This design comes from an exercise in tuning for small area on the open sky130 flow, not from production work. In this exercise RTL edits were held to simulation tests only and were not proved equivalent to the original. Power figures rest on the tool's default switching activity, not on a simulated workload.

$ cat flow/config.mk
export PLATFORM = sky130hd
export DESIGN_NAME = bmp24_stream_to_rgb565
export DESIGN_NICKNAME = bmp24_stream_to_rgb565
export VERILOG_FILES = /design/flow/design.v
export SDC_FILE = /design/flow/constraint.sdc
export NUM_CORES = 4
export LEC_CHECK = 0
export CAP_MARGIN = 20
export CORE_MARGIN = 2
export CORE_UTILIZATION = 76
export CTS_BUF_LIST = sky130_fd_sc_hd__clkbuf_4
export SLEW_MARGIN = 20
$ cat flow/constraint.sdc
create_clock -name core_clock -period 5.0 [get_ports {clock}]
set_input_delay 1.0000 -clock core_clock [delete_from_list [all_inputs] [get_ports {clock}]]
set_output_delay 1.0000 -clock core_clock [all_outputs]
set_load 0.01 [all_outputs]
$ cat flow/design.v
`timescale 1ns / 1ps
package bsr_pkg;
   localparam logic [7:0]  SIG_B = 8'h42;
   localparam logic [7:0]  SIG_M = 8'h4D;
   localparam logic [15:0] SCREEN_WIDTH_RST  = 16'd320;
   localparam logic [15:0] SCREEN_HEIGHT_RST = 16'd240;
   localparam logic [2:0] KIND_PIXEL      = 3'd0;
   localparam logic [2:0] KIND_BAD_SIG    = 3'd1;
   localparam logic [2:0] KIND_BAD_DEPTH  = 3'd2;
   localparam logic [2:0] KIND_OFF_SCREEN = 3'd3;
   localparam logic [2:0] KIND_BAD_OFFSET = 3'd4;
   localparam logic [1:0] PH_DONE   = 2'd0;
   localparam logic [1:0] PH_HEADER = 2'd1;
   localparam logic [1:0] PH_SKIP   = 2'd2;
   localparam logic [1:0] PH_PIXEL  = 2'd3;
endpackage
`timescale 1ns / 1ps
module bsr_csr (
   input  logic        clock,
   input  logic        reset,
   input  logic        csr_valid,
   output logic        csr_ready,
   input  logic [1:0]  csr_index,
   input  logic [15:0] csr_wdata,
   output logic [15:0] origin_x,
   output logic [15:0] origin_y,
   output logic        off_screen
);
   logic [15:0] ox_ff, oy_ff, sw_ff, sh_ff;
   assign csr_ready = 1'b1;
   always_ff @(posedge clock) begin
      if (reset) begin
         ox_ff <= '0;
         oy_ff <= '0;
         sw_ff <= bsr_pkg::SCREEN_WIDTH_RST;
         sh_ff <= bsr_pkg::SCREEN_HEIGHT_RST;
      end else if (csr_valid) begin
         case (csr_index)
            2'd0:    ox_ff <= csr_wdata;
            2'd1:    oy_ff <= csr_wdata;
            2'd2:    sw_ff <= csr_wdata;
            default: sh_ff <= csr_wdata;
         endcase
      end
   end
   assign origin_x = ox_ff;
   assign origin_y = oy_ff;
   function automatic logic ge16(input logic [15:0] a, input logic [15:0] b);
      logic ge;
      integer i;
      ge = 1'b1;
      for (i = 0; i < 16; i++) ge = (a[i] != b[i]) ? a[i] : ge;
      ge16 = ge;
   endfunction
   assign off_screen = (!ox_ff[15] && ge16(ox_ff, sw_ff)) ||
                       (!oy_ff[15] && ge16(oy_ff, sh_ff));
endmodule
`timescale 1ns / 1ps
module bsr_parser (
   input  logic        clock,
   input  logic        reset,
   input  logic        req_tvalid,
   output logic        req_tready,
   input  logic [7:0]  req_tdata,
   input  logic        req_tuser,
   output logic        rsp_tvalid,
   input  logic        rsp_tready,
   output logic [55:0] rsp_tdata,
   output logic [2:0]  rsp_tuser,
   output logic        rsp_tlast,
   input  logic [15:0] origin_x,
   input  logic [15:0] origin_y,
   input  logic        off_screen
);
   logic [1:0]  phase_ff, phase_in;
   logic [4:0]  pos_ff, pos_in;
   logic [31:0] cnt_ff, cnt_in;
   logic [15:0] wid_ff, wid_in;
   logic [15:0] col_ff, col_in;
   logic        valid_ff;
   logic        advance, emit;
   logic [7:0]  b;
   logic [16:0] low_inc;
   logic [15:0] high_inc;
   logic [16:0] high_sum;
   logic        high_cin;
   logic [15:0] height;
   logic        at_30;
   logic        off_lt30;
   logic        row_end;
   logic        is_err;
   logic [17:0] px, py;
   assign b = req_tdata;
   function automatic logic [16:0] inc16(input logic [15:0] a, input logic ci);
      logic [16:0] s;
      integer      i;
      for (i = 0; i < 16; i++) s[i] = a[i] ^ (ci & ((a & ((16'd1 << i) - 16'd1)) == ((16'd1 << i) - 16'd1)));
      s[16] = ci & (&a);
      inc16 = s;
   endfunction
   function automatic logic [17:0] add18(input logic [15:0] a, input logic [15:0] d);
      logic [17:0] s;
      logic        c;
      integer      i;
      c = 1'b0;
      for (i = 0; i < 16; i++) begin
         s[i] = a[i] ^ d[i] ^ c;
         c    = (a[i] ^ d[i]) ? c : a[i];
      end
      s[16] = a[15] ^ c;
      s[17] = a[15] ^ (a[15] & c);
      add18 = s;
   endfunction
   assign req_tready = !valid_ff || rsp_tready;
   assign advance    = req_tvalid && req_tready;
   assign height = {col_ff[10:5], col_ff[15:14], col_ff[4:0], col_ff[13:11]};
   assign low_inc  = inc16(cnt_ff[15:0], 1'b1);
   assign high_cin = (phase_ff == bsr_pkg::PH_PIXEL) ? pos_ff[4] : low_inc[16];
   assign high_sum = inc16(cnt_ff[31:16], high_cin);
   assign high_inc = high_sum[15:0];
   assign at_30    = (cnt_ff == ~32'd30);
   assign off_lt30 = (&cnt_ff[31:5]) && (cnt_ff[4:1] != 4'd0);
   assign row_end = (low_inc[15:0] == wid_ff);
   always_comb begin
      phase_in = phase_ff;
      pos_in   = pos_ff;
      cnt_in   = cnt_ff;
      wid_in   = wid_ff;
      col_in   = col_ff;
      emit     = 1'b0;
      if (req_tuser) begin
         phase_in = bsr_pkg::PH_HEADER;
         pos_in   = 5'd1;
         if (off_screen) begin
            phase_in = bsr_pkg::PH_DONE;
            emit     = 1'b1;
            pos_in   = {2'b00, bsr_pkg::KIND_OFF_SCREEN};
         end else if (b != bsr_pkg::SIG_B) begin
            phase_in = bsr_pkg::PH_DONE;
            emit     = 1'b1;
            pos_in   = {2'b00, bsr_pkg::KIND_BAD_SIG};
         end
      end else begin
         case (phase_ff)
            bsr_pkg::PH_HEADER: begin
               pos_in = pos_ff + 5'd1;
               case (pos_ff)
                  5'd1: if (b != bsr_pkg::SIG_M) begin
                     phase_in = bsr_pkg::PH_DONE;
                     emit     = 1'b1;
                     pos_in   = {2'b00, bsr_pkg::KIND_BAD_SIG};
                  end
                  5'd10: cnt_in[7:0]   = ~b;
                  5'd11: cnt_in[15:8]  = ~b;
                  5'd12: cnt_in[23:16] = ~b;
                  5'd13: cnt_in[31:24] = ~b;
                  5'd18: wid_in[7:0]   = b;
                  5'd19: wid_in[15:8]  = b;
                  5'd22: begin
                     col_in[4:0]   = b[7:3];
                     col_in[13:11] = b[2:0];
                  end
                  5'd23: begin
                     col_in[10:5]  = b[7:2];
                     col_in[15:14] = b[1:0];
                  end
                  5'd28: if (b != 8'd24) pos_in = 5'd30;
                  5'd29, 5'd30: begin
                     cnt_in = {high_inc, low_inc[15:0]};
                     pos_in = 5'b10000;
                     if (pos_ff[1] || b != 8'd0) begin
                        phase_in = bsr_pkg::PH_DONE;
                        emit     = 1'b1;
                        pos_in   = {2'b00, bsr_pkg::KIND_BAD_DEPTH};
                     end else if (off_lt30) begin
                        phase_in = bsr_pkg::PH_DONE;
                        emit     = 1'b1;
                        pos_in   = {2'b00, bsr_pkg::KIND_BAD_OFFSET};
                     end else if (wid_ff == '0 || height == '0) begin
                        phase_in = bsr_pkg::PH_DONE;
                     end else if (at_30) begin
                        phase_in      = bsr_pkg::PH_PIXEL;
                        cnt_in[31:16] = ~height;
                     end else begin
                        phase_in = bsr_pkg::PH_SKIP;
                     end
                  end
                  default: ;
               endcase
            end
            bsr_pkg::PH_SKIP: begin
               cnt_in = {high_inc, low_inc[15:0]};
               pos_in = 5'b10000;
               if (at_30) begin
                  phase_in      = bsr_pkg::PH_PIXEL;
                  cnt_in[31:16] = ~height;
               end
            end
            bsr_pkg::PH_PIXEL: begin
               if (pos_ff[3:2] != 2'd0) begin
                  pos_in[3:2] = pos_ff[3:2] - 2'd1;
               end else begin
                  case (pos_ff[1:0])
                     2'd0: begin
                        col_in[4:0] = b[7:3];
                        pos_in      = 5'b00001;
                        cnt_in      = {high_inc, pos_ff[4] ? 16'd0 : low_inc[15:0]};
                     end
                     2'd1: begin
                        col_in[10:5] = b[7:2];
                        pos_in       = 5'b00010;
                     end
                     default: begin
                        col_in[15:11] = b[7:3];
                        emit          = 1'b1;
                        pos_in        = 5'b00000;
                        if (row_end) begin
                           if (&cnt_ff[31:16]) begin
                              phase_in = bsr_pkg::PH_DONE;
                           end else begin
                              pos_in = {1'b1, wid_ff[1:0], 2'b00};
                           end
                        end
                     end
                  endcase
               end
            end
            default: ;
         endcase
      end
   end
   always_ff @(posedge clock) begin
      if (reset) begin
         phase_ff <= bsr_pkg::PH_DONE;
         valid_ff <= 1'b0;
      end else begin
         if (advance) begin
            phase_ff <= phase_in;
            valid_ff <= emit;
         end else if (rsp_tready) begin
            valid_ff <= 1'b0;
         end
      end
   end
   always_ff @(posedge clock) begin
      if (advance) begin
         pos_ff <= pos_in;
         cnt_ff <= cnt_in;
         wid_ff <= wid_in;
         col_ff <= col_in;
      end
   end
   assign is_err = (phase_ff == bsr_pkg::PH_DONE) && (pos_ff[2:0] != 3'd0);
   assign px     = add18(origin_x, cnt_ff[15:0]);
   assign py     = add18(origin_y, ~cnt_ff[31:16]);
   assign rsp_tvalid = valid_ff;
   assign rsp_tdata  = is_err ? 56'd0 : {4'd0, col_ff, py, px};
   assign rsp_tuser  = (phase_ff == bsr_pkg::PH_DONE) ? pos_ff[2:0] : 3'd0;
   assign rsp_tlast  = (phase_ff == bsr_pkg::PH_DONE) && (pos_ff[2:0] == 3'd0);
endmodule
`timescale 1ns / 1ps
module bmp24_stream_to_rgb565 (
   input  logic                  clock,
   input  logic                  reset,
   input  logic                  req_tvalid,
   output logic                  req_tready,
   input  logic [7:0]            req_tdata,    
   input  logic                  req_tuser,    
   output logic                  rsp_tvalid,
   input  logic                  rsp_tready,
   output logic [55:0]           rsp_tdata,    
   output logic [2:0]            rsp_tuser,    
   output logic                  rsp_tlast,
   input  logic                  csr_valid,
   output logic                  csr_ready,
   input  logic [1:0]            csr_index,
   input  logic [15:0]           csr_wdata
);
   logic [15:0] origin_x, origin_y;
   logic        off_screen;
   bsr_csr u_csr (
      .clock      (clock),
      .reset      (reset),
      .csr_valid  (csr_valid),
      .csr_ready  (csr_ready),
      .csr_index  (csr_index),
      .csr_wdata  (csr_wdata),
      .origin_x   (origin_x),
      .origin_y   (origin_y),
      .off_screen (off_screen)
   );
   bsr_parser u_parser (
      .clock      (clock),
      .reset      (reset),
      .req_tvalid (req_tvalid),
      .req_tready (req_tready),
      .req_tdata  (req_tdata),
      .req_tuser  (req_tuser),
      .rsp_tvalid (rsp_tvalid),
      .rsp_tready (rsp_tready),
      .rsp_tdata  (rsp_tdata),
      .rsp_tuser  (rsp_tuser),
      .rsp_tlast  (rsp_tlast),
      .origin_x   (origin_x),
      .origin_y   (origin_y),
      .off_screen (off_screen)
   );
endmodule
$ cat flow/flow/run.sh
#!/bin/bash
# Layout flow: the standard flow (standard.sh) with these changes.
#  - Synthesis runs the standard flow's synthesis script (synth_recipe.tcl) as
#    flow/synth.tcl, except that abc maps the logic with flow/map.abc, an
#    area-recovering mapping under a delay target, in place of the platform's
#    speed script, and adders are left to abc (ADDER_MAP_FILE empty) rather
#    than mapped to the library's half and full adder cells. Registers are
#    mapped before abc and are left as they are.
#  - The port buffers are plain buf_1 cells.
#  - Clock tree synthesis uses clkbuf_8 cells and no dummy loads.
# Every tool writes its full log under orfs/logs; make's output goes to
# flow.log.
set -euo pipefail
F=$PWD/flow
export MY_ABC_SCRIPT=$F/map.abc
export BUFFER_PORTS_ARGS="-buffer_cell sky130_fd_sc_hd__buf_1"
export CTS_ARGS="-repair_clock_nets -buf_list sky130_fd_sc_hd__clkbuf_4 -root_buf sky130_fd_sc_hd__clkbuf_8 -dont_use_dummy_load"
sed "s#SYNTH_SCRIPT=[^ ]*#SYNTH_SCRIPT=$F/synth.tcl ADDER_MAP_FILE=#" standard.sh > flow_standard.sh
grep -q "SYNTH_SCRIPT=$F/synth.tcl" flow_standard.sh
bash flow_standard.sh > flow.log 2>&1
$ cat flow/flow/map.abc
strash
&get -n
&deepsyn -J 200 -T 600
&put
dch
map -D 2000
strash
dch
map -D 2000
topo
stime -c
$ cat flow/flow/synth.tcl
proc synth {args} { yosys synth -nofsm -noshare {*}$args }
# map with our own abc script instead of the platform's speed script
proc abc {args} {
  set i [lsearch -exact $args -script]
  if { $i >= 0 } { set args [lreplace $args [expr {$i + 1}] [expr {$i + 1}] $::env(MY_ABC_SCRIPT)] }
  yosys abc {*}$args
}
source $::env(SCRIPTS_DIR)/synth.tcl
# left out here: clear keep_hierarchy, flatten, clean up, hide names made inside functions, write 1_2_yosys.v
$ cat flow/standard.sh
#!/bin/bash
# synth_recipe.tcl (not shown) runs the flow's synth.tcl, then flattens the netlist and writes it again
# the make line also repeats each setting of config.mk as NAME=value (left out here)
make -C /OpenROAD-flow-scripts/flow DESIGN_CONFIG=/design/flow/config.mk WORK_HOME=/design/flow/orfs CLKGATE_MAP_FILE= SYNTH_SCRIPT=/design/flow/synth_recipe.tcl "${@:-finish}"
==> impl_metrics.tcl, run 1 <==
set metrics [dict create \
    status "no timing/DRC/antenna violations" \
    yosys_warnings 2 \
    clock_path_buffers 2 \
    finalClockSkew_ps 26.8 \
    post_drt_wl_per_cell_um 18.9 \
    synthArstFlopShare_pct 0 \
    muxShareOfSynthArea_pct 0 \
    hold_violations 0 \
    cts_root_buf "clkbuf_8" \
    syn_inst 1003 \
    synth.area.top_cells "edfxtp_1, dfxtp_1, clkinv_1" \
    place_congestion 0.992 \
    drc 0 \
    postRouteAntennaNets 0 \
    cts_tree "built" \
    synth-edff-count 69 \
    ys_top_cells_by_count "clkinv_1, nor2_1, nand2_1" \
    place_hpwl_mm 17.6 \
    synth_seq_cells 136 \
    cts_buffers 17 \
    drt_wl_total_mm 23.8 \
    ys.flop_type "edfxtp_1" \
    viasPerCell 6.53 \
    final.period_utilization_pct 93.8 \
    crit_path_end_kind "output pin" \
    setup_ws_ps 310 \
    initial_core_util_pct 77.8 \
    criticalPathCategory "flip-flop to output pin" \
    cts_sinks 136 \
    crit_slowest_cell "edfxtp_1" \
    fin_tns_setup_ps 0 \
    max_cap_violations 0 \
    dp.cells 1231 \
    vdd_drop_max_uv 197 \
    diodes 0 \
    synth_top_area_cell "edfxtp_1" \
    cp.depth 23 \
    hp-class "flip-flop to flip-flop" \
    clk_latency_ps 440 \
    synth_seq_area_share_pct 45.1 \
    fp-row-count 36 \
    multiInputGateArea_um2 3430 \
    io_buffers 89 \
    synth_compound_area_share_pct 19.8 \
    dieArea_um2 10800 \
    yosysMostFrequentCell "clkinv_1" \
    grt_usage_pct 44.0 \
    grt_pass1_vias 7482 \
    p_leak_nw 2.86 \
    synth_fa_ha_area_share_pct 0 \
    finalPower_mw 1.95 \
    io_pins 95 \
    path_max_fanout 5 \
    arrival_ps 3690 \
    r2r-end "u_parser.phase_ff[0]" \
    layout_min_cycle_time_ps 4690 \
    drive_gt1_share_pct 4.91 \
    grt_max_degree 42 \
    power_density_nw_per_um2 234 \
    htreeDepth 4 \
    slew_viol_final 0 \
    hold_start "u_csr.sw_ff[0]" \
    hold_path_end "u_csr.sw_ff[0]" \
    drt-pass1-iter-count 7 \
    die_y_um 104 \
    path_buf_inv 1 \
    synth.cell_area_um2 7570 \
    drt_iter0_markers 1176 \
    path_cells "nand2_1 -> nand2_1 -> nand2_1 -> o21ai_2 -> nor2_1 -> a21oi_2 -> nor2_1 -> nor2_1 -> nand2_1 -> o21ai_0 -> nand3_1 -> nand3_1 -> nand3_1 -> nand3_1 -> nand3_1 -> nand3_1 -> nand3_1 -> nand3_1 -> nand3_1 -> nand2_1 -> nand2_1 -> o21ai_2 -> clkbuf_2" \
    synth-simple-area-share_pct 22.4 \
    synth.avg_cell_area_um2 7.55 \
    grt_pass1_wl_mm 37.3 \
    finalNonFillerCells 1254 \
    timing.rr.start "u_parser.cnt_ff[1]" \
    core-area_um2 9730 \
    setup_violations 0 \
    path_delay_family "simple AND/OR/NAND/NOR gates" \
    reg2reg_depth 17 \
    cp_data_required_time_ps 4000 \
    holdPathStages 2 \
    fmax_ghz 0.213 \
    worst_slew_pin_slew_ps 898 \
    path_common_cell "nand3_1" \
    maxSlewHeadroom_pct 39.5 \
    antenna_found_initial 0 \
    fillers 594 \
    synth-xor-area-share_pct 2.20 \
    ys_types 34 \
    synth_top_area_share_pct 27.4 \
    regArea_um2 3410 \
    clkTransAtPathRegs_ps 100 \
    vias 8191 \
    worst-r2r-setup-slack_ps 900 \
    startpoint_type "flip-flop" \
    area_growth_pct 10.2 \
    die_w_um 104 \
    place_ws_ps 405 \
    grt_overflow 0 \
    max_stage_delay_ps 470 \
    synth_top_family_by_area "simple AND/OR/NAND/NOR gates" \
    layout.nets 1155 \
]
==> stage by stage <==
step	hold WS (ps)	util (%)	instance area (µm²)
final	469	85.7	8340
after global routing	488	85.7	8340
after CTS	468	84.8	8250
after detailed placement	451	83.4	8110
after global placement	452	83.4	8110
after floorplan	429	-	7580
==> cells by family (layout without fill, tap and decap cells) <==
kind of cell / Yosys count / count (layout)
buffers and inverters: 206 / 321
and+or+nand+nor: 394 / 394
other: 2 / 5
DFF: 136 / 136
xor gates and xnor gates: 19 / 19
AOI/OAI and AO/OA: 246 / 246
==> tightest hold or removal path, stage by stage, from the launching register on <==
cell	delay [ps]
dfxtp_1	310
clkinv_1	50
o22ai_1	60
==> worst max-delay path by stage <==
| stage | start | endpoint | slack (ps) |
|---|---|---|---|
| global route | u_parser.cnt_ff[17] | rsp_tdata[33] | -40 |
| finish | u_parser.cnt_ff[17] | rsp_tdata[33] | 310 |
| detailed placement | u_parser.cnt_ff[0] | rsp_tdata[17] | 410 |
| global placement | u_parser.cnt_ff[17] | rsp_tdata[33] | 640 |
| CTS | u_parser.cnt_ff[17] | rsp_tdata[33] | 80 |
| floorplan | u_parser.cnt_ff[0] | rsp_tdata[17] | 1020 |
==> layer usage <==
layer	track usage [%]	vias to the layer above	routed length, µm	share of wire [%]
met5	0	-	0	0
met4	27.4	0	1510	6.4
met3	9.88	143	3280	14
met2	67.8	724	10500	44
met1	56.7	3615	8500	36
li1	-	3709	-	-
==> placed cells by master, fill, tap and decap left out, types with 3 or more instances in the layout <==
master,instances
buf_1,88
o211ai_1,11
a21oi_2,4
and3_2,4
nand4_1,24
xor2_1,12
clkbuf_4,16
conb_1,5
o21ai_0,60
o22ai_1,61
nand2_1,134
xnor2_1,7
a21oi_1,56
buf_4,14
clkinv_1,200
nor2_1,141
o31ai_1,6
edfxtp_1,69
a22oi_1,12
nor4_1,19
o21bai_2,4
or2_2,3
dfxtp_1,67
nor3_1,24
nand3_1,43
o221ai_1,17
==> repair_timing <==
item                       CTS  global route
hold buffers                 0             0
pin swaps                    1             2
buffers inserted             0             6
resized for setup            3            14
hold endpoints to repair     0             0
setup endpoints to repair    4             9
==> registers in the layout, summed over array words and instances (netlist names) <==
name / count
u_csr.sh_ff: 16
u_csr.ox_ff: 16
u_parser.pos_ff: 5
u_parser.cnt_ff: 32
u_parser.phase_ff: 2
u_parser.col_ff: 16
u_parser.wid_ff: 16
u_parser.valid_ff: 1
u_csr.oy_ff: 16
u_csr.sw_ff: 16
==> where the power goes <==
| group | switching (mW) | total, mW | internal [mW] |
|---|---|---|---|
| sequential | 0.0221 | 1.22 | 1.19 |
| clock | 0.342 | 0.509 | 0.166 |
| combinational | 0.158 | 0.225 | 0.0675 |
==> cell type report <==
type	instances	share of cell area (%)
Clock buffer	17	1.60
Inverter	201	9.04
Multi-Input combinational cell	664	41.2
Sequential cell	136	40.9
Tap cell	133	1.99
Timing Repair Buffer	103	5.28
==> run 2, diff against run 1 <==
--- a/flow/flow/run.sh
+++ b/flow/flow/run.sh
@@ -15,5 +15,5 @@
 export MY_ABC_SCRIPT=$F/map.abc
 export BUFFER_PORTS_ARGS="-buffer_cell sky130_fd_sc_hd__buf_1"
-export CTS_ARGS="-repair_clock_nets -buf_list sky130_fd_sc_hd__clkbuf_4 -root_buf sky130_fd_sc_hd__clkbuf_8 -dont_use_dummy_load"
+export CTS_ARGS="-sink_clustering_enable -repair_clock_nets -buf_list \"sky130_fd_sc_hd__clkbuf_4 sky130_fd_sc_hd__clkbuf_8\" -root_buf sky130_fd_sc_hd__clkbuf_8 -dont_use_dummy_load"
 sed "s#SYNTH_SCRIPT=[^ ]*#SYNTH_SCRIPT=$F/synth.tcl ADDER_MAP_FILE=#" standard.sh > flow_standard.sh
 grep -q "SYNTH_SCRIPT=$F/synth.tcl" flow_standard.sh
==> flow/flow/map.abc (replaced) <==
strash
dch
map -D 2000
strash
dch
map -D 2000
topo
stime -c
--- a/flow/config.mk
+++ b/flow/config.mk
@@ -8,5 +8,5 @@
 export CAP_MARGIN = 20
 export CORE_MARGIN = 2
-export CORE_UTILIZATION = 76
-export CTS_BUF_LIST = sky130_fd_sc_hd__clkbuf_4
+export CORE_UTILIZATION = 70
+export CTS_BUF_LIST = sky130_fd_sc_hd__clkbuf_4 sky130_fd_sc_hd__clkbuf_8
 export SLEW_MARGIN = 20
==> impl_metrics.tcl, run 2 <==
set metrics [dict create \
    status "no timing/DRC/antenna violations" \
    viasPerCell 6.31 \
    io_pins 95 \
    synth_seq_area_share_pct 43.8 \
    post_drt_wl_per_cell_um 18.2 \
    place_ws_ps 685 \
    multiInputGateArea_um2 3810 \
    finalClockSkew_ps 37.0 \
    syn_inst 1048 \
    ys.flop_type "edfxtp_1" \
    dieArea_um2 12000 \
    dp.cells 1282 \
    final_cell_mix "nor2_1, clkinv_1, nand2_1" \
    cts_sinks 136 \
    finalNonFillerCells 1303 \
    setup_ws_ps 306 \
    diodes 0 \
    clock_path_buffers 2 \
    use_met1_pct 53.3 \
    grt_usage_pct 40.5 \
    synth_top_area_share_pct 26.6 \
    die_y_um 109 \
    cp_data_required_time_ps 4000 \
    htreeDepth 4 \
    die_w_um 109 \
    hp-class "flip-flop to flip-flop" \
    yosys_warnings 2 \
    max_cap_violations 0 \
    clk_latency_ps 460 \
    final.period_utilization_pct 93.9 \
    area_growth_pct 11.0 \
    final_util_pct 79.7 \
    layout_min_cycle_time_ps 4690 \
    grt_overflow 0 \
    grt_most_used_layer "met2" \
    clkTransAtPathRegs_ps 90 \
    criticalPathCategory "flip-flop to output pin" \
    place_congestion 1.00 \
    drt-pass1-iter-count 6 \
    synth_top_area_cell "edfxtp_1" \
    fp-row-count 38 \
    grt_pass1_wl_mm 36.5 \
    regMostFlops "u_parser.cnt_ff" \
    startpoint_type "flip-flop" \
    cts_root_buf "clkbuf_8" \
    io_buffers 89 \
    arrival_ps 3690 \
    ys_top_cells_by_count "nor2_1, clkinv_1, nand2_1" \
    fillers 830 \
    vias 8221 \
    setup_violations 0 \
    slew_viol_final 0 \
    place_hpwl_mm 17.4 \
    synth_seq_cells 136 \
    finalPower_mw 2.15 \
    regArea_um2 3410 \
    drt_wl_total_mm 23.7 \
    fmax_ghz 0.213 \
    drive_gt1_share_pct 4.56 \
    grt_max_degree 66 \
    synth.area.top_cells "edfxtp_1, dfxtp_1, nor2_1" \
    path_max_fanout 5 \
    cts_tree "built" \
    postRouteAntennaNets 0 \
    drt_iter0_markers 1158 \
    synth-edff-count 69 \
    final_common_cell "nor2_1" \
    drc 0 \
    worst_slew_pin_slew_ps 1030 \
    hold_violations 0 \
    ys_types 38 \
    synth.cell_area_um2 7780 \
    core-area_um2 10800 \
    crit_path_end_kind "output pin" \
    cts_buffers 17 \
    grt_pass1_vias 7259 \
    vdd_drop_max_uv 238 \
    layout.nets 1197 \
    power_density_nw_per_um2 249 \
    grt.met2_usage_pct 62.3 \
    hold_ws_ps 491 \
    yosysMostFrequentCell "nor2_1" \
    synth.avg_cell_area_um2 7.43 \
    antenna_found_initial 0 \
    largest_reg_flops 32 \
    initial_core_util_pct 71.8 \
    met3_usage_pct 10.3 \
    p_leak_nw 3.00 \
    maxSlewHeadroom_pct 31.4 \
    synthArstFlopShare_pct 0 \
]
==> run 2: cell count changes after synthesis, sizes merged, moves of 5 or more <==
| cell | previous run | this run |
|---|---|---|
| o221ai | 17 | 12 |
| clkinv | 201 | 160 |
| a21oi | 60 | 91 |
| or2 | 3 | 9 |
| nand4 | 24 | 14 |
| nand2 | 134 | 118 |
| a31oi | 1 | 8 |
| nor2 | 142 | 198 |
| o21ai | 62 | 110 |
| o22ai | 61 | 13 |
| o211ai | 11 | 16 |
==> run 2: layer usage <==
layer | wire length [µm] | share of wire [%]
met1 | 9350 | 39
met2 | 10400 | 44
met3 | 2780 | 12
met4 | 1160 | 4.9
met5 | 0 | 0
==> run 2: path summary, 6_finish.rpt <==
| check | start | endpoint | slack [ps] | cells past startpoint |
|---|---|---|---|---|
| max reg2reg | u_parser.cnt_ff[1] | u_parser.cnt_ff[30] | 950 | 15 |
| min reg2reg | u_csr.oy_ff[0] | u_csr.oy_ff[0] | 490 | 2 |
| min | u_csr.oy_ff[0] | u_csr.oy_ff[0] | 490 | 2 |
| max | u_parser.cnt_ff[0] | rsp_tdata[15] | 310 | 20 |
==> run 2: power breakdown <==
group | leakage (nW) | internal, mW | switching [mW]
Combinational | 1.71 | 0.0834 | 0.179
Clock | 0.122 | 0.298 | 0.367
Sequential | 1.17 | 1.20 | 0.0247
==> run 2: logic make-up after synthesis <==
logic type / share of synthesized area, %
AOI/OAI and AO/OA: 22.1
and+or+nand+nor: 23.3
other: 0.0965
xor gates and xnor gates: 2.48
buffers and inverters: 8.20
DFF: 43.8
==> run 2: worst max-delay path, stage by stage (launching register included) <==
cell,delay [ps]
edfxtp_1,410
clkinv_1,90
nor2_1,190
o21ai_0,160
nand4_1,130
nand2_1,90
nor2_1,90
a21oi_1,60
nand2_1,100
o21a_1,150
nand2_1,80
nand3_1,100
nand3_1,110
a21oi_2,200
o211ai_1,140
a31oi_2,220
o221ai_2,160
a31oi_2,290
o21ai_0,110
a21oi_1,150
buf_1,190
==> run 2: metrics by stage <==
stage | setup TNS [ps] | cell area (µm²)
2_1_floorplan | 0 | 7800
3_3_place_gp | 0 | 8330
3_5_place_dp | 0 | 8330
4_1_cts | 0 | 8570
5_1_grt | -65.6 | 8640
6_report | 0 | 8640
==> run 2: area by class of cell <==
cell class	count	area share, %
clock buffer	17	2.71
multi-input combinational	750	44.0
inverter	160	6.95
tap	140	2.03
sequential	136	39.5
timing repair buffer	100	4.81
==> run 2: repair_timing <==
item | in CTS | in global routing
hold buffers | 0 | 0
setup buffers | 0 | 3
resized for setup | 0 | 10
endpoints found under the setup margin | 0 | 8
==> run 3, diff against run 2 <==
--- a/flow/flow/run.sh
+++ b/flow/flow/run.sh
@@ -15,5 +15,5 @@
 export MY_ABC_SCRIPT=$F/map.abc
 export BUFFER_PORTS_ARGS="-buffer_cell sky130_fd_sc_hd__buf_1"
-export CTS_ARGS="-sink_clustering_enable -repair_clock_nets -buf_list \"sky130_fd_sc_hd__clkbuf_4 sky130_fd_sc_hd__clkbuf_8\" -root_buf sky130_fd_sc_hd__clkbuf_8 -dont_use_dummy_load"
+export CTS_ARGS="-repair_clock_nets -buf_list \"sky130_fd_sc_hd__clkbuf_4 sky130_fd_sc_hd__clkbuf_8\" -root_buf sky130_fd_sc_hd__clkbuf_8 -dont_use_dummy_load"
 sed "s#SYNTH_SCRIPT=[^ ]*#SYNTH_SCRIPT=$F/synth.tcl ADDER_MAP_FILE=#" standard.sh > flow_standard.sh
 grep -q "SYNTH_SCRIPT=$F/synth.tcl" flow_standard.sh
==> impl_metrics.tcl, run 3 <==
set metrics [dict create \
    status "no timing/DRC/antenna violations" \
    worst_slew_pin_slew_ps 1030 \
    area_growth_pct 11.0 \
    layout.nets 1197 \
    synthArstFlopShare_pct 0 \
    drt_wl_total_mm 23.7 \
    drt-pass1-iter-count 6 \
    regArea_um2 3410 \
    synth_top_area_share_pct 26.6 \
    synth_seq_cells 136 \
    setup_violations 0 \
    grt_pass1_vias 7259 \
    hp-class "flip-flop to flip-flop" \
    dieArea_um2 12000 \
    synth-xor-area-share_pct 2.48 \
    largest_reg_flops 32 \
    synth.cell_area_um2 7780 \
    synth_top_family_by_area "simple AND/OR/NAND/NOR gates" \
    cp_data_required_time_ps 4000 \
    finalClockSkew_ps 37.0 \
    fmax_ghz 0.213 \
    cts_root_buf "clkbuf_8" \
    timing.rr.start "u_parser.cnt_ff[1]" \
    regMostFlops "u_parser.cnt_ff" \
    drc 0 \
    yosysMostFrequentCell "nor2_1" \
    fp-row-count 38 \
    die_y_um 109 \
    hold_start "u_csr.oy_ff[0]" \
    synth_fa_ha_area_share_pct 0 \
    grt_overflow 0 \
    place_ws_ps 685 \
    postRouteAntennaNets 0 \
    criticalPathCategory "flip-flop to output pin" \
    slew_viol_final 0 \
    p_leak_nw 3.00 \
    grt_max_degree 66 \
    synth.avg_cell_area_um2 7.43 \
    synth_top_area_cell "edfxtp_1" \
    clock_path_buffers 2 \
    final_cell_mix "nor2_1, clkinv_1, nand2_1" \
    clk_latency_ps 460 \
    placed_area_um2 8330 \
    final_common_cell "nor2_1" \
    antenna_found_initial 0 \
    yosys_warnings 2 \
    grt_pass1_wl_mm 36.5 \
    die_w_um 109 \
    core-area_um2 10800 \
    arrival_ps 3690 \
    place_hpwl_mm 17.4 \
    power_density_nw_per_um2 249 \
    path_max_fanout 5 \
    final.period_utilization_pct 93.9 \
    fillers 830 \
    fin_area_um2 8640 \
    drt_iter0_markers 1158 \
    multiInputGateArea_um2 3810 \
    hold_violations 0 \
    viasPerCell 6.31 \
    muxShareOfSynthArea_pct 0 \
    setup_ws_ps 306 \
    syn_inst 1048 \
    worstSetupStartpoint "u_parser.cnt_ff[0]" \
    drive_gt1_share_pct 4.56 \
    crit_path_end_kind "output pin" \
    max_cap_violations 0 \
    initial_core_util_pct 71.8 \
    synth-simple-area-share_pct 23.3 \
    htreeDepth 4 \
    io_pins 95 \
    clkTransAtPathRegs_ps 90 \
    diodes 0 \
    ys_top_cells_by_count "nor2_1, clkinv_1, nand2_1" \
    layout_min_cycle_time_ps 4690 \
    cts_sinks 136 \
    synth_seq_area_share_pct 43.8 \
    startpoint_type "flip-flop" \
    io_buffers 89 \
    place_congestion 1.00 \
    cts_buffers 17 \
    post_drt_wl_per_cell_um 18.2 \
    hold_buffers 0 \
    grt_usage_pct 40.5 \
    vdd_drop_max_uv 238 \
    synth_compound_area_share_pct 22.1 \
    vias 8221 \
    ys_types 38 \
    synth-edff-count 69 \
    ys.flop_type "edfxtp_1" \
    cts_tree "built" \
    synth.area.top_cells "edfxtp_1, dfxtp_1, nor2_1" \
    maxSlewHeadroom_pct 31.4 \
]
run 3: cell counts after synthesis:
No cell type changed its count.
run 3: area by class of cell:
type / instances / area share [%]
Sequential cell: 136 / 39.5
Timing Repair Buffer: 100 / 4.81
Inverter: 160 / 6.95
Multi-Input combinational cell: 750 / 44.0
Clock buffer: 17 / 2.71
Tap cell: 140 / 2.03
run 3: logic make-up after synthesis:
family | after synthesis
compound gates | 294
xor+xnor | 22
flops | 136
simple gates | 429
other cells | 2
buf+inv | 165
run 3: path summary, 6_finish.rpt:
kind / cells past startpoint / endpoint / slack [ps]
min reg2reg: 2 / u_csr.oy_ff[0] / 490
min: 2 / u_csr.oy_ff[0] / 490
max: 20 / rsp_tdata[15] / 310
max reg2reg: 15 / u_parser.cnt_ff[30] / 950
run 3: what timing repair did:
item	4_1_cts	5_1_grt
setup endpoints to repair	0	8
setup buffers	0	3
resized for setup	0	10
run 3: critical path, stage by stage, from the launching register on:
cell and delay, ps:
edfxtp_1 410, clkinv_1 90, nor2_1 190, o21ai_0 160, nand4_1 130, nand2_1 90
nor2_1 90, a21oi_1 60, nand2_1 100, o21a_1 150, nand2_1 80, nand3_1 100
nand3_1 110, a21oi_2 200, o211ai_1 140, a31oi_2 220, o221ai_2 160, a31oi_2 290
o21ai_0 110, a21oi_1 150, buf_1 190
run 3: per-layer routing:
metal | vias up | track usage [%] | wire [µm] | share of wire [%]
li1 | 3870 | - | - | -
met1 | 3685 | 53.3 | 9350 | 39
met2 | 570 | 62.3 | 10400 | 44
met3 | 96 | 10.3 | 2780 | 12
met4 | 0 | 20.4 | 1160 | 4.9
met5 | - | 0 | 0 | 0
run 3: through the flow:
stage	hold WS (ps)	power, mW	util, %	setup TNS [ps]	std cells
2_1_floorplan	448	1.41	-	0	1051
3_3_place_gp	463	1.49	76.8	0	1282
3_5_place_dp	469	1.50	76.9	0	1282
4_1_cts	477	2.13	79.0	0	1299
5_1_grt	515	2.21	79.7	-65.6	1303
6_report	491	2.15	79.7	0	1303
run 3: power by group:
part | switching, mW | total (mW) | internal [mW]
Clock | 0.367 | 0.665 | 0.298
Sequential | 0.0247 | 1.23 | 1.20
Combinational | 0.179 | 0.263 | 0.0834
==> run 4, diff against run 3 <==
==> flow/flow/run.sh (replaced) <==
#!/bin/bash
# Layout flow: the standard flow (standard.sh) with these changes.
#  - Synthesis runs the standard flow's synthesis script (synth_recipe.tcl) as
#    flow/synth.tcl, except that abc maps the logic with flow/map.abc (an
#    AIG resynthesis for size, then area-recovering mapping under a delay
#    target) in place of the platform's speed script, and adders are left to abc (ADDER_MAP_FILE empty) rather
#    than mapped to the library's half and full adder cells. Registers are
#    mapped before abc and are left as they are.
#  - The port buffers are plain buf_1 cells.
#  - Clock tree synthesis uses a clkbuf_8 root, clkbuf_4 cells below it and
#    no dummy loads.
# Every tool writes its full log under orfs/logs; make's output goes to
# flow.log.
set -euo pipefail
F=$PWD/flow
export MY_ABC_SCRIPT=$F/map.abc
export BUFFER_PORTS_ARGS="-buffer_cell sky130_fd_sc_hd__buf_1"
export CTS_ARGS="-repair_clock_nets -buf_list sky130_fd_sc_hd__clkbuf_4 -root_buf sky130_fd_sc_hd__clkbuf_8 -dont_use_dummy_load"
sed "s#SYNTH_SCRIPT=[^ ]*#SYNTH_SCRIPT=$F/synth.tcl ADDER_MAP_FILE=#" standard.sh > flow_standard.sh
grep -q "SYNTH_SCRIPT=$F/synth.tcl" flow_standard.sh
bash flow_standard.sh > flow.log 2>&1
==> flow/flow/map.abc (replaced) <==
strash
&get -n
&deepsyn -J 200 -T 600
&put
dch
map -D 2000
strash
dch
map -D 2000
topo
stime -c
--- a/flow/config.mk
+++ b/flow/config.mk
@@ -8,5 +8,6 @@
 export CAP_MARGIN = 20
 export CORE_MARGIN = 2
-export CORE_UTILIZATION = 70
-export CTS_BUF_LIST = sky130_fd_sc_hd__clkbuf_4 sky130_fd_sc_hd__clkbuf_8
+export CORE_UTILIZATION = 76
+export CTS_BUF_LIST = sky130_fd_sc_hd__clkbuf_4
+export GPL_TIMING_DRIVEN = 0
 export SLEW_MARGIN = 20
==> impl_metrics.tcl, run 4 <==
set metrics [dict create \
    status "no timing/DRC/antenna violations" \
    core-area_um2 9730 \
    viasPerCell 6.36 \
    drt_wl_total_mm 22.2 \
    area_growth_pct 10.4 \
    synth_seq_cells 136 \
    layout.nets 1150 \
    regMostFlops "u_parser.cnt_ff" \
    cts_sinks 136 \
    path_max_fanout 5 \
    clk_latency_ps 450 \
    antenna_found_initial 0 \
    yosys_warnings 2 \
    synth_compound_area_share_pct 19.8 \
    diodes 0 \
    synth_seq_area_share_pct 45.1 \
    place_hpwl_mm 16.7 \
    cts_buffers 17 \
    hold_buffers 0 \
    layout_min_cycle_time_ps 4790 \
    hold_violations 0 \
    synth-xor-area-share_pct 2.20 \
    synth_top_area_cell "edfxtp_1" \
    final.period_utilization_pct 95.8 \
    vias 7946 \
    grt_pass1_wl_mm 35.0 \
    drt_iter0_markers 918 \
    grt_usage_pct 41.3 \
    drive_gt1_share_pct 5.29 \
    slew_viol_final 0 \
    synth.area.top_cells "edfxtp_1, dfxtp_1, clkinv_1" \
    grt_max_degree 26 \
    clkTransAtPathRegs_ps 100 \
    dieArea_um2 10800 \
    cts_tree "built" \
    cp_data_required_time_ps 4000 \
    criticalPathCategory "flip-flop to output pin" \
    clock_path_buffers 2 \
    maxSlewHeadroom_pct 37.1 \
    setup_ws_ps 208 \
    drc 0 \
    final_common_cell "clkinv_1" \
    fp-row-count 36 \
    arrival_ps 3790 \
    p_leak_nw 2.86 \
    startpoint_type "flip-flop" \
    drt-pass1-iter-count 7 \
    largest_reg_flops 32 \
    setup_violations 0 \
    final_cell_mix "clkinv_1, nor2_1, nand2_1" \
    place_congestion 0.952 \
    ys_types 34 \
    hp-class "flip-flop to flip-flop" \
    crit_path_end_kind "output pin" \
    htreeDepth 4 \
    grt_overflow 0 \
    cts_root_buf "clkbuf_8" \
    io_buffers 89 \
    die_y_um 104 \
    post_drt_wl_per_cell_um 17.8 \
    die_w_um 104 \
    muxShareOfSynthArea_pct 0 \
    synth.cell_area_um2 7570 \
    worst_slew_pin_slew_ps 933 \
    max_cap_violations 0 \
    ys.flop_type "edfxtp_1" \
    synth-simple-area-share_pct 22.4 \
    initial_core_util_pct 77.8 \
    finalClockSkew_ps 31.4 \
    postRouteAntennaNets 0 \
    synth_top_area_share_pct 27.4 \
    synth_fa_ha_area_share_pct 0 \
    synth_top_family_by_area "simple AND/OR/NAND/NOR gates" \
    io_pins 95 \
    synthArstFlopShare_pct 0 \
    fmax_ghz 0.209 \
    place_ws_ps 168 \
    yosysMostFrequentCell "clkinv_1" \
    synth.avg_cell_area_um2 7.55 \
    ys_top_cells_by_count "clkinv_1, nor2_1, nand2_1" \
    grt_pass1_vias 7207 \
    power_density_nw_per_um2 233 \
    syn_inst 1003 \
    synth-edff-count 69 \
    vdd_drop_max_uv 250 \
    hold_ws_ps 465 \
]
-- run 4: changes by cell type after synthesis, sizes merged, moves of 7 or more --
| cell | before | now |
|---|---|---|
| a21oi | 91 | 60 |
| a31oi | 8 | 1 |
| clkinv | 160 | 201 |
| nand2 | 118 | 134 |
| nand4 | 14 | 24 |
| nor2 | 198 | 142 |
| o21ai | 110 | 62 |
| o22ai | 13 | 61 |
-- run 4: through the flow --
stage                     area (µm²)  TNS [ps]  power, mW  instances  utilization, %
after floorplan                 7580         0       1.37       1006               -
after global placement          8080     -7340       1.44       1228            83.1
after detailed placement        8140         0       1.45       1229            83.6
after CTS                       8290         0       1.92       1247            85.2
after global routing            8360      -124       2.00       1249            85.9
final                           8360         0       1.94       1249            85.9
-- run 4: routing by layer --
metal	up-vias	share of wire, %	track usage [%]	routed length [µm]
met1	3510	38	53.7	8360
met4	0	6.1	24.7	1350
met5	-	0	0	0
met2	610	44	63.4	9810
li1	3715	-	-	-
met3	111	12	9.25	2660
-- run 4: layout make-up --
class / count / area, µm²
Tap cell: 133 / 166
Fill cell: 613 / 1370
Clock buffer: 17 / 134
Multi-Input combinational cell: 664 / 3470
Sequential cell: 136 / 3410
Buffer: 5 / 37.5
Timing Repair Buffer: 93 / 388
Inverter: 201 / 756
-- run 4: final timing paths --
path	from	to	slack, ps	depth (start not counted)
setup / recovery	u_parser.cnt_ff[0]	rsp_tdata[16]	210	20
hold / removal	u_csr.sw_ff[0]	u_csr.sw_ff[0]	470	2
setup reg to reg	u_parser.cnt_ff[0]	u_parser.phase_ff[0]	1060	17
hold reg to reg	u_csr.sw_ff[0]	u_csr.sw_ff[0]	470	2
-- run 4: where the power goes --
part           switching [mW]  total, mW  internal (mW)
logic                   0.155      0.226         0.0707
registers              0.0221       1.22           1.19
clock network           0.336      0.502          0.166
total                   0.513       1.94           1.43
-- run 4: cell families (layout without fill, tap and decap cells) --
group                     after synthesis  count (layout)
DFF                                   136             136
buffers and inverters                 206             316
xor gates and xnor gates               19              19
other                                   2               5
AOI/OAI and AO/OA                     246             246
and+or+nand+nor                       394             394
-- run 4: repair_timing --
item / in CTS / in global routing
endpoints found under the setup margin: 4 / 10
gates resized for setup: 4 / 20
setup buffers: 1 / 2
pin swaps: 0 / 3
cloned: 0 / 0
-- run 4: critical path, stage by stage (launching register included) --
cell and delay [ps]:
edfxtp_1 440, clkinv_2 130, nor2_1 70, nand2_1 80, nand2_1 80, nand2_1 120
a31oi_2 130, o211ai_1 280, nand3_1 180, a21oi_2 220, o21bai_1 140, a21oi_2 240
o21bai_2 110, a21oi_2 220, o21bai_2 110, a21boi_2 210, o21bai_2 130, nand2_1 110
nand3_1 110, nand2_1 100, buf_1 150
==> run 5, diff against run 4 <==
==> flow/flow/map.abc (replaced) <==
strash
&get -n
&deepsyn -J 200 -T 600
&put
dch
amap
topo
stime -c
--- a/flow/config.mk
+++ b/flow/config.mk
@@ -10,4 +10,3 @@
 export CORE_UTILIZATION = 76
 export CTS_BUF_LIST = sky130_fd_sc_hd__clkbuf_4
-export GPL_TIMING_DRIVEN = 0
 export SLEW_MARGIN = 20
==> impl_metrics.tcl, run 5 <==
set metrics [dict create \
    status "did not finish" \
    failed_stage "clock tree synthesis (4_1_cts)" \
    stop_error "[ERROR DPL-0038] Utilization greater than 100%, impossible to legalize" \
    synthArstFlopShare_pct 0 \
    initial_core_util_pct 78.9 \
    synth-edff-count 69 \
    clock_path_buffers 2 \
    synth.avg_cell_area_um2 8.13 \
    yosys_warnings 2 \
    ys_types 45 \
    syn_inst 901 \
    cts_buffers 17 \
    post_cts_resized 108 \
    fp-row-count 35 \
    cts_setup_buffers 193 \
    yosysMostFrequentCell "clkinv_1" \
    cts_sinks 136 \
    place_congestion 1.04 \
    place_hpwl_mm 16.7 \
    placed_area_um2 7990 \
    synth.cell_area_um2 7330 \
    htreeDepth 4 \
    die_y_um 102 \
    die_w_um 102 \
    synth_seq_area_share_pct 46.6 \
    synth.area.top_cells "edfxtp_1, dfxtp_1, clkinv_1" \
    io_pins 95 \
    synth_seq_cells 136 \
    ys_top_cells_by_count "clkinv_1, nor2_1, o21ai_0" \
    synth_top_area_share_pct 28.3 \
    io_buffers 89 \
    hold_buffers 0 \
    cts_root_buf "clkbuf_8" \
    ys.flop_type "edfxtp_1" \
    synth_top_area_cell "edfxtp_1" \
]
[run 5: logic make-up after synthesis]
kind of cell    Yosys count  share of synthesized area [%]
compound gates          293                           26.0
xor+xnor                  2                          0.239
buf+inv                 146                           7.73
flops                   136                           46.6
other cells               2                          0.102
simple gates            322                           19.3
[run 5: worst max path at each step]
stage | startpoint | endpoint | cells past startpoint
after detailed placement | u_parser.cnt_ff[1] | rsp_tdata[16] | 34
after global placement | u_parser.cnt_ff[17] | rsp_tdata[34] | 34
after floorplan | u_parser.cnt_ff[1] | rsp_tdata[16] | 33
[run 5: through the flow]
step / worst slack (ps) / std cells
2_1_floorplan: 240 / 904
3_3_place_gp: 100 / 1141
3_5_place_dp: -391 / 1141
[run 5: power by group through the flow]
stage	clock network [mW]	logic, mW	registers [mW]
after floorplan	0	0.142	1.23
after global placement	0	0.204	1.24
after detailed placement	0	0.215	1.24
==> run 6, diff against run 5 <==
==> flow/flow/map.abc (replaced) <==
strash
&get -n
&deepsyn -J 200 -T 600
&put
dch
map -D 2000
strash
dch
map -D 2000
topo
stime -c
==> impl_metrics.tcl, run 6 <==
set metrics [dict create \
    path_common_cell "nand3_1" \
    viasPerCell 6.53 \
    worst_slew_pin_slew_ps 898 \
    drt_wl_total_mm 23.8 \
    max_cap_violations 0 \
    synth-edff-count 69 \
    final_common_cell "clkinv_1" \
    hold_ws_ps 469 \
    vdd_drop_max_uv 197 \
    hold_violations 0 \
    cts_tree "built" \
    p_switching_mw 0.522 \
    synth_top_area_share_pct 27.4 \
    power_density_nw_per_um2 234 \
    synth_top_area_cell "edfxtp_1" \
    clk_latency_ps 440 \
    ys.flop_type "edfxtp_1" \
    fmax_ghz 0.213 \
    path_max_fanout 5 \
    final.period_utilization_pct 93.8 \
    grt_overflow 0 \
    initial_core_util_pct 77.8 \
    vias 8191 \
    io_buffers 89 \
    core-area_um2 9730 \
    grt_max_degree 42 \
    ys_types 34 \
    clkTransAtPathRegs_ps 100 \
    fillers 594 \
    area_growth_pct 10.2 \
    grt_usage_pct 44.0 \
    dp.cells 1231 \
    final_cell_mix "clkinv_1, nor2_1, nand2_1" \
    path_delay_family "simple AND/OR/NAND/NOR gates" \
    drt-pass1-iter-count 7 \
    drive_gt1_share_pct 4.91 \
    antenna_found_initial 0 \
    setup_violations 0 \
    syn_inst 1003 \
    grt_pass1_vias 7482 \
    drc 0 \
    finalPower_mw 1.95 \
    cts_buffers 17 \
    finalNonFillerCells 1254 \
    synth_seq_cells 136 \
    startpoint_type "flip-flop" \
    p_leak_nw 2.86 \
    cp_data_required_time_ps 4000 \
    die_w_um 104 \
    seqPwrFrac_pct 62.4 \
    regMostFlops "u_parser.cnt_ff" \
    synth.area.top_cells "edfxtp_1, dfxtp_1, clkinv_1" \
    cts_sinks 136 \
    cts_root_buf "clkbuf_8" \
    layout_min_cycle_time_ps 4690 \
    arrival_ps 3690 \
    power_frac_clock_pct 26.1 \
    place_hpwl_mm 17.6 \
    power_frac_comb_pct 11.6 \
    swShare_pct 26.8 \
    place_congestion 0.992 \
    status "no timing/DRC/antenna violations" \
    synthArstFlopShare_pct 0 \
    crit_path_end_kind "output pin" \
    ys_top_cells_by_count "clkinv_1, nor2_1, nand2_1" \
    dieArea_um2 10800 \
    path_buf_inv 1 \
    max_stage_delay_ps 470 \
    post_drt_wl_per_cell_um 18.9 \
    hp-class "flip-flop to flip-flop" \
    drt_iter0_markers 1176 \
    htreeDepth 4 \
    postRouteAntennaNets 0 \
    synth.cell_area_um2 7570 \
    die_y_um 104 \
    maxSlewHeadroom_pct 39.5 \
    criticalPathCategory "flip-flop to output pin" \
    synth_seq_area_share_pct 45.1 \
    p_int_mw 1.43 \
    diodes 0 \
    layout.nets 1155 \
    io_pins 95 \
    fp-row-count 36 \
    largest_reg_flops 32 \
    grt_pass1_wl_mm 37.3 \
    path_cells "nand2_1 -> nand2_1 -> nand2_1 -> o21ai_2 -> nor2_1 -> a21oi_2 -> nor2_1 -> nor2_1 -> nand2_1 -> o21ai_0 -> nand3_1 -> nand3_1 -> nand3_1 -> nand3_1 -> nand3_1 -> nand3_1 -> nand3_1 -> nand3_1 -> nand3_1 -> nand2_1 -> nand2_1 -> o21ai_2 -> clkbuf_2" \
    hold_buffers 0 \
    finalClockSkew_ps 26.8 \
    slew_viol_final 0 \
    synth.avg_cell_area_um2 7.55 \
    yosysMostFrequentCell "clkinv_1" \
    crit_slowest_cell "edfxtp_1" \
    final_util_pct 85.7 \
    yosys_warnings 2 \
    clock_path_buffers 2 \
]
[run 6: changes by cell type after synthesis, sizes merged, moves of 13 or more]
cell,delta
o22ai,+13
nor3,+13
a22oi,-16
o21a,-28
o21ai,-31
clkinv,+60
nand2,+43
nand3,+15
a21oi,+35
[run 6: through the flow]
stage / cell area (µm²) / setup TNS (ps) / setup slack, ps
floorplan: 7580 / 0 / 1020
global placement: 8110 / 0 / 643
detailed placement: 8110 / 0 / 405
CTS: 8250 / 0 / 84.8
global route: 8340 / -40.1 / -40.1
finish: 8340 / 0 / 310
[run 6: area by class of cell]
type / count / area (µm²) / share of cell area (%)
multi-input cells: 664 / 3430 / 41.2
flip-flops and latches: 136 / 3410 / 40.9
inverters: 201 / 754 / 9.04
repair buffers: 103 / 440 / 5.28
well taps: 133 / 166 / 1.99
clock buffers: 17 / 134 / 1.60
[run 6: cell families (layout without fill, tap and decap cells)]
family                 count (synthesis)  after routing  share of synthesized area (%)
AO/OA/AOI/OAI                        246            246                           19.8
XOR/XNOR                              19             19                           2.20
buffers and inverters                206            321                           10.5
flip-flops                           136            136                           45.1
other                                  2              5                         0.0992
AND/OR/NAND/NOR                      394            394                           22.4
[run 6: final timing paths]
kind / start / to / slack (ps) / cells after the start
worst min register to register: u_csr.sw_ff[0] / u_csr.sw_ff[0] / 470 / 2
worst max-delay path: u_parser.cnt_ff[17] / rsp_tdata[33] / 310 / 23
worst max register to register: u_parser.cnt_ff[1] / u_parser.phase_ff[0] / 900 / 17
worst min-delay path: u_csr.sw_ff[0] / u_csr.sw_ff[0] / 470 / 2
[run 6: timing repair]
| action | 4_1_cts | 5_1_grt |
|---|---|---|
| pin swaps | 1 | 2 |
| setup buffers | 0 | 6 |
| gates resized for setup | 3 | 14 |
| gates cloned | 0 | 0 |
| setup endpoints to repair | 4 | 9 |
[run 6: worst min-delay path, cell delays in order (launching register included)]
cell and delay (ps):
dfxtp_1 310, clkinv_1 50, o22ai_1 60
[run 6: power groups by stage]
stage               sequential [mW]  combinational (mW)  clock (mW)
floorplan                      1.23               0.140           0
finish                         1.22               0.225       0.509
global placement               1.24               0.205           0
detailed placement             1.24               0.211           0
CTS                            1.21               0.213       0.499
global route                   1.22               0.244       0.544
[run 6: metal layers]
metal | share of wire, % | wire (µm) | up-vias | track usage [%]
met1 | 36 | 8500 | 3615 | 56.7
met5 | 0 | 0 | - | 0
li1 | - | - | 3709 | -
met4 | 6.4 | 1510 | 0 | 27.4
met2 | 44 | 10500 | 724 | 67.8
met3 | 14 | 3280 | 143 | 9.88
==> run 7, diff against run 6 <==
--- a/flow/design.v
+++ b/flow/design.v
@@ -91,4 +91,6 @@
    logic        is_err;
    logic [17:0] px, py;
+   logic [8:0]  px_lo, py_lo, px_hi, py_hi;
+   logic        px_cy_ff, py_cy_ff;
    assign b = req_tdata;
    function automatic logic [16:0] inc16(input logic [15:0] a, input logic ci);
@@ -99,16 +101,15 @@
       inc16 = s;
    endfunction
-   function automatic logic [17:0] add18(input logic [15:0] a, input logic [15:0] d);
-      logic [17:0] s;
-      logic        c;
-      integer      i;
-      c = 1'b0;
-      for (i = 0; i < 16; i++) begin
+   function automatic logic [8:0] add8(input logic [7:0] a, input logic [7:0] d, input logic ci);
+      logic [8:0] s;
+      logic       c;
+      integer     i;
+      c = ci;
+      for (i = 0; i < 8; i++) begin
          s[i] = a[i] ^ d[i] ^ c;
          c    = (a[i] ^ d[i]) ? c : a[i];
       end
-      s[16] = a[15] ^ c;
-      s[17] = a[15] ^ (a[15] & c);
-      add18 = s;
+      s[8] = c;
+      add8 = s;
    endfunction
    assign req_tready = !valid_ff || rsp_tready;
@@ -252,6 +253,16 @@
    end
    assign is_err = (phase_ff == bsr_pkg::PH_DONE) && (pos_ff[2:0] != 3'd0);
-   assign px     = add18(origin_x, cnt_ff[15:0]);
-   assign py     = add18(origin_y, ~cnt_ff[31:16]);
+   assign px_lo = add8(origin_x[7:0], cnt_ff[7:0], 1'b0);
+   assign py_lo = add8(origin_y[7:0], ~cnt_ff[23:16], 1'b0);
+   assign px_hi = add8(origin_x[15:8], cnt_ff[15:8], px_cy_ff);
+   assign py_hi = add8(origin_y[15:8], ~cnt_ff[31:24], py_cy_ff);
+   assign px    = {origin_x[15] ^ (origin_x[15] & px_hi[8]), origin_x[15] ^ px_hi[8],
+                   px_hi[7:0], px_lo[7:0]};
+   assign py    = {origin_y[15] ^ (origin_y[15] & py_hi[8]), origin_y[15] ^ py_hi[8],
+                   py_hi[7:0], py_lo[7:0]};
+   always_ff @(posedge clock) begin
+      px_cy_ff <= px_lo[8];
+      py_cy_ff <= py_lo[8];
+   end
    assign rsp_tvalid = valid_ff;
    assign rsp_tdata  = is_err ? 56'd0 : {4'd0, col_ff, py, px};
==> flow/flow/map.abc (replaced) <==
strash
&get -n
&deepsyn -J 200 -T 600
&put
dch
amap -m -Q 0.1
topo
stime -c
--- a/flow/config.mk
+++ b/flow/config.mk
@@ -8,5 +8,5 @@
 export CAP_MARGIN = 20
 export CORE_MARGIN = 2
-export CORE_UTILIZATION = 76
+export CORE_UTILIZATION = 82
 export CTS_BUF_LIST = sky130_fd_sc_hd__clkbuf_4
 export SLEW_MARGIN = 20
==> impl_metrics.tcl, run 7 <==
set metrics [dict create \
    io_pins 95 \
    stop_error "[ERROR GPL-0301] Utilization 101.013 % exceeds 100%." \
    ys.flop_type "edfxtp_1" \
    synth-edff-count 69 \
    ys_top_cells_by_count "clkinv_1, nor2_1, dfxtp_1, edfxtp_1, o22ai_1" \
    synthArstFlopShare_pct 0 \
    synth.cell_area_um2 7390 \
    synth_seq_area_share_pct 46.7 \
    syn_inst 875 \
    synth_top_area_cell "edfxtp_1" \
    synth.avg_cell_area_um2 8.45 \
    status "did not finish" \
    die_w_um 98.9 \
    synth_top_area_share_pct 28.0 \
    synth_seq_cells 138 \
    yosysMostFrequentCell "clkinv_1" \
    io_buffers 89 \
    ys_types 49 \
    die_y_um 98.9 \
    yosys_warnings 2 \
    initial_core_util_pct 84.7 \
    failed_stage "global placement (3_3_place_gp)" \
    fp-row-count 34 \
    synth.area.top_cells "edfxtp_1, dfxtp_1, clkinv_1" \
]
-- run 7: logic make-up after synthesis --
| group | Yosys count | synth area share [%] |
|---|---|---|
| flip-flops | 138 | 46.7 |
| AND/OR/NAND/NOR | 262 | 16.0 |
| AO/OA/AOI/OAI | 308 | 28.5 |
| buffers and inverters | 164 | 8.58 |
| other | 2 | 0.102 |
| XOR/XNOR | 1 | 0.119 |
==> run 8, diff against run 7 <==
--- a/flow/flow/run.sh
+++ b/flow/flow/run.sh
@@ -8,5 +8,5 @@
 #    mapped before abc and are left as they are.
 #  - The port buffers are plain buf_1 cells.
-#  - Clock tree synthesis uses a clkbuf_8 root, clkbuf_4 cells below it and
+#  - Clock tree synthesis uses clkbuf_8 cells and
 #    no dummy loads.
 # Every tool writes its full log under orfs/logs; make's output goes to
@@ -16,5 +16,5 @@
 export MY_ABC_SCRIPT=$F/map.abc
 export BUFFER_PORTS_ARGS="-buffer_cell sky130_fd_sc_hd__buf_1"
-export CTS_ARGS="-repair_clock_nets -buf_list sky130_fd_sc_hd__clkbuf_4 -root_buf sky130_fd_sc_hd__clkbuf_8 -dont_use_dummy_load"
+export CTS_ARGS="-sink_clustering_enable -repair_clock_nets -buf_list sky130_fd_sc_hd__clkbuf_8 -dont_use_dummy_load"
 sed "s#SYNTH_SCRIPT=[^ ]*#SYNTH_SCRIPT=$F/synth.tcl ADDER_MAP_FILE=#" standard.sh > flow_standard.sh
 grep -q "SYNTH_SCRIPT=$F/synth.tcl" flow_standard.sh
--- a/flow/config.mk
+++ b/flow/config.mk
@@ -8,5 +8,5 @@
 export CAP_MARGIN = 20
 export CORE_MARGIN = 2
-export CORE_UTILIZATION = 82
-export CTS_BUF_LIST = sky130_fd_sc_hd__clkbuf_4
+export CORE_UTILIZATION = 76
+export CTS_BUF_LIST = sky130_fd_sc_hd__clkbuf_8
 export SLEW_MARGIN = 20
==> impl_metrics.tcl, run 8 <==
set metrics [dict create \
    hp-class "flip-flop to flip-flop" \
    area_growth_pct 11.6 \
    viasPerCell 7.26 \
    io_buffers 89 \
    ys.flop_type "edfxtp_1" \
    postRouteAntennaNets 0 \
    place_hpwl_mm 17.4 \
    synth_seq_cells 138 \
    grt_pass1_wl_mm 36.9 \
    worst-r2r-setup-slack_ps 310 \
    max_cap_violations 0 \
    final.period_utilization_pct 93.8 \
    holdPathStages 2 \
    hold_start "u_csr.sh_ff[15]" \
    cts_sinks 138 \
    ys_top_cells_by_count "clkinv_1, nor2_1, dfxtp_1, edfxtp_1, o22ai_1" \
    maxSlewHeadroom_pct 37.6 \
    layout_min_cycle_time_ps 4690 \
    regMostFlops "u_parser.cnt_ff" \
    grt_usage_pct 46.5 \
    initial_core_util_pct 79.2 \
    antenna_found_initial 0 \
    crit_path_end_kind "flip-flop" \
    synth-edff-count 69 \
    path_max_fanout 4 \
    fin_area_um2 8250 \
    timing.rr.start "u_parser.cnt_ff[0]" \
    drt-pass1-iter-count 13 \
    rsz0062_at_grt "true" \
    clock_path_buffers 2 \
    grt_max_degree 28 \
    clk_latency_ps 450 \
    criticalPathCategory "flip-flop to flip-flop" \
    drive_gt1_share_pct 4.13 \
    synth.cell_area_um2 7390 \
    p_leak_nw 2.71 \
    vdd_drop_max_uv 201 \
    final_util_pct 88.4 \
    diodes 0 \
    yosys_warnings 2 \
    drc 0 \
    die_w_um 103 \
    final_cell_mix "clkinv_1, nor2_1, buf_1" \
    yosysMostFrequentCell "clkinv_1" \
    fillers 490 \
    fmax_ghz 0.213 \
    drt_wl_total_mm 24.0 \
    post_drt_wl_per_cell_um 21.4 \
    core-area_um2 9330 \
    status "no timing/DRC/antenna violations" \
    io_pins 95 \
    largest_reg_flops 32 \
    placed_area_um2 7980 \
    cp_data_required_time_ps 5300 \
    synthArstFlopShare_pct 0 \
    arrival_ps 4990 \
    hold_path_end "u_csr.sh_ff[15]" \
    layout.nets 1027 \
    startpoint_type "flip-flop" \
    setup_ws_ps 312 \
    grt_overflow 0 \
    final_common_cell "clkinv_1" \
    dieArea_um2 10500 \
    synth_top_area_cell "edfxtp_1" \
    cts_root_buf "clkbuf_8" \
    syn_inst 875 \
    place_ws_ps 126 \
    synth_seq_area_share_pct 46.7 \
    synth.avg_cell_area_um2 8.45 \
    htreeDepth 4 \
    fp-row-count 35 \
    vias 8150 \
    hold_ws_ps 475 \
    place_congestion 1.13 \
    cts_setup_buffers 0 \
    finalClockSkew_ps 26.1 \
    regArea_um2 3450 \
    slew_viol_final 0 \
    cts_buffers 17 \
    drt_iter0_markers 1105 \
    r2r-end "u_parser.pos_ff[2]" \
    reg2reg_depth 25 \
    synth.area.top_cells "edfxtp_1, dfxtp_1, clkinv_1" \
    synth_top_area_share_pct 28.0 \
    cts_tree "built" \
    die_y_um 103 \
    worst_slew_pin_slew_ps 928 \
    clkTransAtPathRegs_ps 70 \
    power_density_nw_per_um2 259 \
    setup_violations 0 \
    multiInputGateArea_um2 3360 \
    ys_types 49 \
    grt_pass1_vias 7464 \
    hold_violations 0 \
]
[run 8: cell counts after synthesis]
No cell type changed its count.
[run 8: cell type report]
cell class | instances | area share (%)
repair buffers | 103 | 5.33
flip-flops and latches | 138 | 41.9
inverters | 159 | 7.24
multi-input cells | 576 | 40.8
well taps | 129 | 1.96
clock buffers | 17 | 2.84
[run 8: worst max-delay path, stage by stage, from the launching register on]
cell,delay [ps]
edfxtp_1,420
clkinv_1,110
nor2_1,140
clkinv_1,90
nor2_1,140
clkinv_1,120
nor2_2,180
clkinv_1,140
nor2_2,150
clkinv_1,100
nor2_1,160
clkinv_1,90
nor2_1,130
clkinv_1,100
nor2_2,170
nand2_1,130
nor3_2,200
nor2_1,110
nor2_1,100
a21oi_1,40
or4b_1,440
or4_1,470
nor2_1,280
a21oi_1,120
o32a_1,290
nor2_1,100
[run 8: worst max-delay path by stage]
stage / from / to / slack [ps] / depth (start not counted)
6_report: u_parser.cnt_ff[0] / u_parser.pos_ff[2] / 310 / 25
5_1_grt: u_parser.cnt_ff[1] / u_parser.pos_ff[2] / -20 / 24
4_1_cts: u_parser.cnt_ff[1] / u_parser.phase_ff[0] / 100 / 25
3_5_place_dp: u_parser.cnt_ff[1] / u_parser.phase_ff[0] / 130 / 25
3_3_place_gp: u_parser.cnt_ff[1] / u_parser.phase_ff[0] / 500 / 25
2_1_floorplan: u_parser.pos_ff[0] / rsp_tdata[0] / 480 / 5
[run 8: logic make-up after synthesis]
group | Yosys count | synth area share, %
AOI/OAI and AO/OA | 308 | 28.5
other | 2 | 0.102
and+or+nand+nor | 262 | 16.0
DFF | 138 | 46.7
xor gates and xnor gates | 1 | 0.119
buffers and inverters | 164 | 8.58
[run 8: per-stage QoR]
stage               power, mW  instances  setup TNS [ps]
global placement         1.45       1105               0
detailed placement       1.46       1105               0
global route             2.18       1122           -39.5
floorplan                1.38        878               0
CTS                      2.10       1122               0
finish                   2.14       1122               0
[run 8: what timing repair did]
action                                  in CTS  in global routing
hold buffers                                 0                  0
gates resized for setup                      0                  7
endpoints found under the setup margin       0                  7
[run 8: routing by layer]
layer	global-route usage, %	part of all wire (%)
met1	56.2	33
met2	70.9	43
met3	15.9	16
met4	30.3	8.0
met5	0	0
[run 8: where the power goes]
group,leakage [nW],switching [mW],internal [mW]
Combinational,1.40,0.153,0.0708
Sequential,1.18,0.0207,1.21
Clock,0.122,0.382,0.299

afterwards: timing with drivers on the ports:
In the flow no input, the clock included, has a driving cell. The finished layouts below were timed again as built, in two steps.
Step 1 assumes that a clkbuf_16 drives the clock port and a buf_2 every other input.
Step 2 moves the port delays by t, midway between the first and last clock arrival at a register: inputs arrive t later, outputs are due t later. That takes back most of the time a late clock gives input paths.
Slacks: ideal ports / drivers / drivers and shift; pairs: ideal ports / drivers.
run | t, ns | setup slack, ns | worst data-port slew with drivers (ns) | cell pins on the clock port's net
run 1 | 0.458 | 0.310 / 0.276 / 0.733 | 0.04 | 1
run 2 | 0.483 | 0.306 / 0.269 / 0.751 | 0.04 | 1
run 3 | 0.483 | 0.306 / 0.269 / 0.751 | 0.04 | 1
run 4 | 0.470 | 0.208 / 0.169 / 0.638 | 0.03 | 1
run 6 | 0.458 | 0.310 / 0.276 / 0.733 | 0.04 | 1
run 8 | 0.474 | 0.312 / 0.312 / 0.312 | 0.04 | 1
After both steps setup and hold are still met in every run listed.
